This is an optimization exercise on Yosys and OpenROAD, whose aim is small area and few clock cycles, not a production implementation. Power and IR drop assume default switching activity.

main:
==> flow/design.v <==
module cache_2way #(
  parameter int SET_W = 2,
  parameter int CNT_W = 16
) (
  input  logic             clk,
  input  logic             proc_reset,
  input  logic             proc_read,
  input  logic             proc_write,
  input  logic [29:0]      proc_addr,
  input  logic [31:0]      proc_wdata,
  output logic             proc_stall,
  output logic [31:0]      proc_rdata,
  output logic             mem_read,
  output logic             mem_write,
  output logic [27:0]      mem_addr,
  output logic [127:0]     mem_wdata,
  input  logic [127:0]     mem_rdata,
  input  logic             mem_ready,
  output logic [CNT_W-1:0] hit_cnt,
  output logic [CNT_W-1:0] miss_cnt
);
  localparam int TAG_W = 28 - SET_W;
  localparam int SETS  = 1 << SET_W;
  logic [SETS-1:0]  valid_q [2];
  logic [SETS-1:0]  dirty_q [2];
  logic [TAG_W-1:0] tag_q   [2][SETS];
  logic [127:0]     data_q  [2][SETS];
  logic [SETS-1:0]  lru_q;
  logic             missed_q;    
  logic [SET_W-1:0] set_idx;
  logic [SETS-1:0]  set_oh;
  logic [TAG_W-1:0] tag_in;
  logic [1:0]       word;
  logic [3:0]       word_oh;
  logic             req;
  logic [TAG_W-1:0] tag0, tag1, victim_tag;
  logic             hit0, hit1, hit, hit_way;
  logic             victim, victim_dirty, miss, fill, done;
  logic             sel_way;
  logic [2*SETS-1:0] line_oh;
  logic [127:0]     sel_line;
  logic [7:0]       rd_oh;
  assign set_idx = proc_addr[SET_W+1:2];
  assign tag_in  = proc_addr[29:SET_W+2];
  assign word    = proc_addr[1:0];
  assign req     = proc_read | proc_write;
  always_comb begin
    for (int s = 0; s < SETS; s++) set_oh[s] = (set_idx == s[SET_W-1:0]);
    for (int k = 0; k < 4; k++)    word_oh[k] = (word == k[1:0]);
  end
  logic [SETS*TAG_W-1:0] tags0, tags1;
  always_comb
    for (int s = 0; s < SETS; s++) begin
      tags0[s*TAG_W +: TAG_W] = tag_q[0][s];
      tags1[s*TAG_W +: TAG_W] = tag_q[1][s];
    end
  ao_sel #(.N(SETS), .W(TAG_W)) u_tag0 (.d(tags0), .sel(set_oh), .q(tag0));
  ao_sel #(.N(SETS), .W(TAG_W)) u_tag1 (.d(tags1), .sel(set_oh), .q(tag1));
  assign hit0    = valid_q[0][set_idx] && (tag0 == tag_in);
  assign hit1    = valid_q[1][set_idx] && (tag1 == tag_in);
  assign hit     = req && (hit0 || hit1);
  assign hit_way = ~hit0;
  always_comb begin
    victim = lru_q[set_idx];
    if (!valid_q[0][set_idx])
      victim = 1'b0;
    else if (!valid_q[1][set_idx])
      victim = 1'b1;
  end
  assign victim_dirty = dirty_q[victim][set_idx];
  assign victim_tag   = victim ? tag1 : tag0;
  assign miss         = req && !hit;
  assign mem_write = miss && victim_dirty;
  assign mem_read  = miss && !victim_dirty;
  assign mem_addr  = victim_dirty ? {victim_tag, set_idx} : proc_addr[29:2];
  assign fill       = mem_read && mem_ready;
  assign done       = hit || fill;
  assign proc_stall = req && !done;
  assign sel_way = hit ? hit_way : victim;
  always_comb
    for (int w = 0; w < 2; w++)
      for (int s = 0; s < SETS; s++)
        line_oh[w*SETS+s] = set_oh[s] && (sel_way == w[0]);
  logic [2*SETS*128-1:0] lines;
  always_comb
    for (int w = 0; w < 2; w++)
      for (int s = 0; s < SETS; s++)
        lines[(w*SETS+s)*128 +: 128] = data_q[w][s];
  ao_sel #(.N(2*SETS), .W(128)) u_line (.d(lines), .sel(line_oh), .q(sel_line));
  assign mem_wdata = sel_line;
  always_comb
    for (int k = 0; k < 4; k++) begin
      rd_oh[k]     = hit && word_oh[k];
      rd_oh[4 + k] = !hit && word_oh[k];
    end
  ao_sel #(.N(8), .W(32)) u_rdata (.d({mem_rdata, sel_line}), .sel(rd_oh), .q(proc_rdata));
  logic [3:0]   wsel;    
  logic [7:0]   wd_oh;
  logic [127:0] wdat;
  always_comb
    for (int k = 0; k < 4; k++) begin
      wsel[k]      = proc_write && word_oh[k];
      wd_oh[k]     = fill && !wsel[k];
      wd_oh[4 + k] = !(fill && !wsel[k]);
    end
  ao_sel2 #(.W(32)) u_wd0 (.a(mem_rdata[0*32 +: 32]), .b(proc_wdata), .sa(wd_oh[0]), .sb(wd_oh[4]), .q(wdat[0*32 +: 32]));
  ao_sel2 #(.W(32)) u_wd1 (.a(mem_rdata[1*32 +: 32]), .b(proc_wdata), .sa(wd_oh[1]), .sb(wd_oh[5]), .q(wdat[1*32 +: 32]));
  ao_sel2 #(.W(32)) u_wd2 (.a(mem_rdata[2*32 +: 32]), .b(proc_wdata), .sa(wd_oh[2]), .sb(wd_oh[6]), .q(wdat[2*32 +: 32]));
  ao_sel2 #(.W(32)) u_wd3 (.a(mem_rdata[3*32 +: 32]), .b(proc_wdata), .sa(wd_oh[3]), .sb(wd_oh[7]), .q(wdat[3*32 +: 32]));
  always_ff @(posedge clk) begin
    for (int w = 0; w < 2; w++)
      for (int s = 0; s < SETS; s++) begin
        if (fill && victim == w[0] && set_oh[s])
          tag_q[w][s] <= tag_in;
        for (int k = 0; k < 4; k++)
          if (set_oh[s] && ((fill && victim == w[0]) || (hit && wsel[k] && hit_way == w[0])))
            data_q[w][s][32*k +: 32] <= wdat[32*k +: 32];
      end
  end
  always_ff @(posedge clk or posedge proc_reset) begin
    if (proc_reset) begin
      valid_q[0] <= '0;
      valid_q[1] <= '0;
      dirty_q[0] <= '0;
      dirty_q[1] <= '0;
      lru_q      <= '0;
      missed_q   <= 1'b0;
      hit_cnt    <= '0;
      miss_cnt   <= '0;
    end else begin
      if (done) begin
        missed_q <= 1'b0;
        if (hit_cnt != '1)
          hit_cnt <= hit_cnt + 1'b1;
      end else if (miss && !missed_q) begin
        missed_q <= 1'b1;
        if (miss_cnt != '1)
          miss_cnt <= miss_cnt + 1'b1;
      end
      if (hit) begin
        lru_q[set_idx] <= ~hit_way;
        if (proc_write)
          dirty_q[hit_way][set_idx] <= 1'b1;
      end
      if (mem_write && mem_ready)
        dirty_q[victim][set_idx] <= 1'b0;
      if (fill) begin
        valid_q[victim][set_idx] <= 1'b1;
        dirty_q[victim][set_idx] <= proc_write;
        lru_q[set_idx]           <= ~victim;
      end
    end
  end
endmodule
module ao_sel #(
  parameter int N = 2,
  parameter int W = 1
) (
  input  logic [N*W-1:0] d,
  input  logic [N-1:0]   sel,
  output logic [W-1:0]   q
);
  always_comb begin
    q = '0;
    for (int i = 0; i < N; i++)
      q = q | (d[i*W +: W] & {W{sel[i]}});
  end
endmodule
module ao_sel2 #(
  parameter int W = 1
) (
  input  logic [W-1:0] a,
  input  logic [W-1:0] b,
  input  logic         sa,
  input  logic         sb,
  output logic [W-1:0] q
);
  assign q = (a & {W{sa}}) | (b & {W{sb}});
endmodule
export LEC_CHECK = 0
export CAP_MARGIN = 20
export CORE_MARGIN = 2
export CORE_UTILIZATION = 55
export CTS_BUF_LIST = sky130_fd_sc_hd__clkbuf_16
export CTS_CLUSTER_DIAMETER = 60
export CTS_CLUSTER_SIZE = 30
export SETUP_SLACK_MARGIN = 0.2
export SLEW_MARGIN = 20
export SYNTH_HIERARCHICAL = 1
create_clock -name core_clock -period 12.0 [get_ports {clk}]
standard.sh (not shown) runs the stock make flow with config.mk's settings and CLKGATE_MAP_FILE= SYNTH_SCRIPT=/design/flow/synth_recipe.tcl, a recipe that flattens the netlist after the stock synthesis.
==> flow/flow/run.sh <==
#!/bin/bash
# The standard layout, with plain buf_1 cells as the port buffers instead of the
# delay buffers buffer_ports picks by default.
set -euo pipefail
export BUFFER_PORTS_ARGS="-buffer_cell sky130_fd_sc_hd__buf_1"
bash standard.sh finish > standard.log 2>&1
main: flow completed, timing, DRC and antenna clean
#### Input delta (the feature branch over main)
- a change of CTS_BUF_LIST from sky130_fd_sc_hd__clkbuf_16 to sky130_fd_sc_hd__clkbuf_8
- a change of CTS_CLUSTER_DIAMETER from 60 to 50
- a change of CTS_CLUSTER_SIZE from 30 to 18
[summary]
- Comparing the feature branch and main, global-route wire length before repair is lower on main.
- Switching part of the total (the feature branch over main): increase, 0.21 points
- Measured against each other, the feature branch and main differ in combinational group share of total power, the lower figure coming from main.
- The feature branch — time the worst path needs with I/O delays and setup 0.073 ns lower, main as reference
- The feature branch against main: worst setup margin moved up; global-route usage now larger; transition time at the pin with the least slew margin saw an increase.
- The critical path capture point comes out proc_rdata[11] in one run and proc_rdata[29] in the other, namely in main and the feature branch respectively.
Function was not checked in any run of this note: the RTL went through the layout flow alone.

==> what the ideal ports hide <==
In the flow no input, the clock included, has a driving cell. The finished layouts below were timed again as built, in two steps. Step 1, drivers: a clkbuf_16 drives clk and a buf_2 each remaining input, both assumed. Step 2 moves the port delays by t, midway between the first and last clock arrival at a register: inputs arrive t later, outputs are due t later. That takes back most of the time a late clock gives input paths. Three values: ideal, step 1, step 2; two values: the first two.
run	shift t [ns]	slack for setup (ns)	latest minus earliest clock arrival (ns)	worst register clock-pin slew, ns
main	0.742	0.950 / 0.927 / 0.927	0.043 / 0.043	0.10 / 0.10
the feature branch	0.912	1.023 / 1.001 / 1.001	0.040 / 0.040	0.11 / 0.11
After both steps every run listed still meets setup and hold. For main, which loses most, drivers alone change the setup slack by -0.023 ns; drivers and shift together by -0.023 ns.
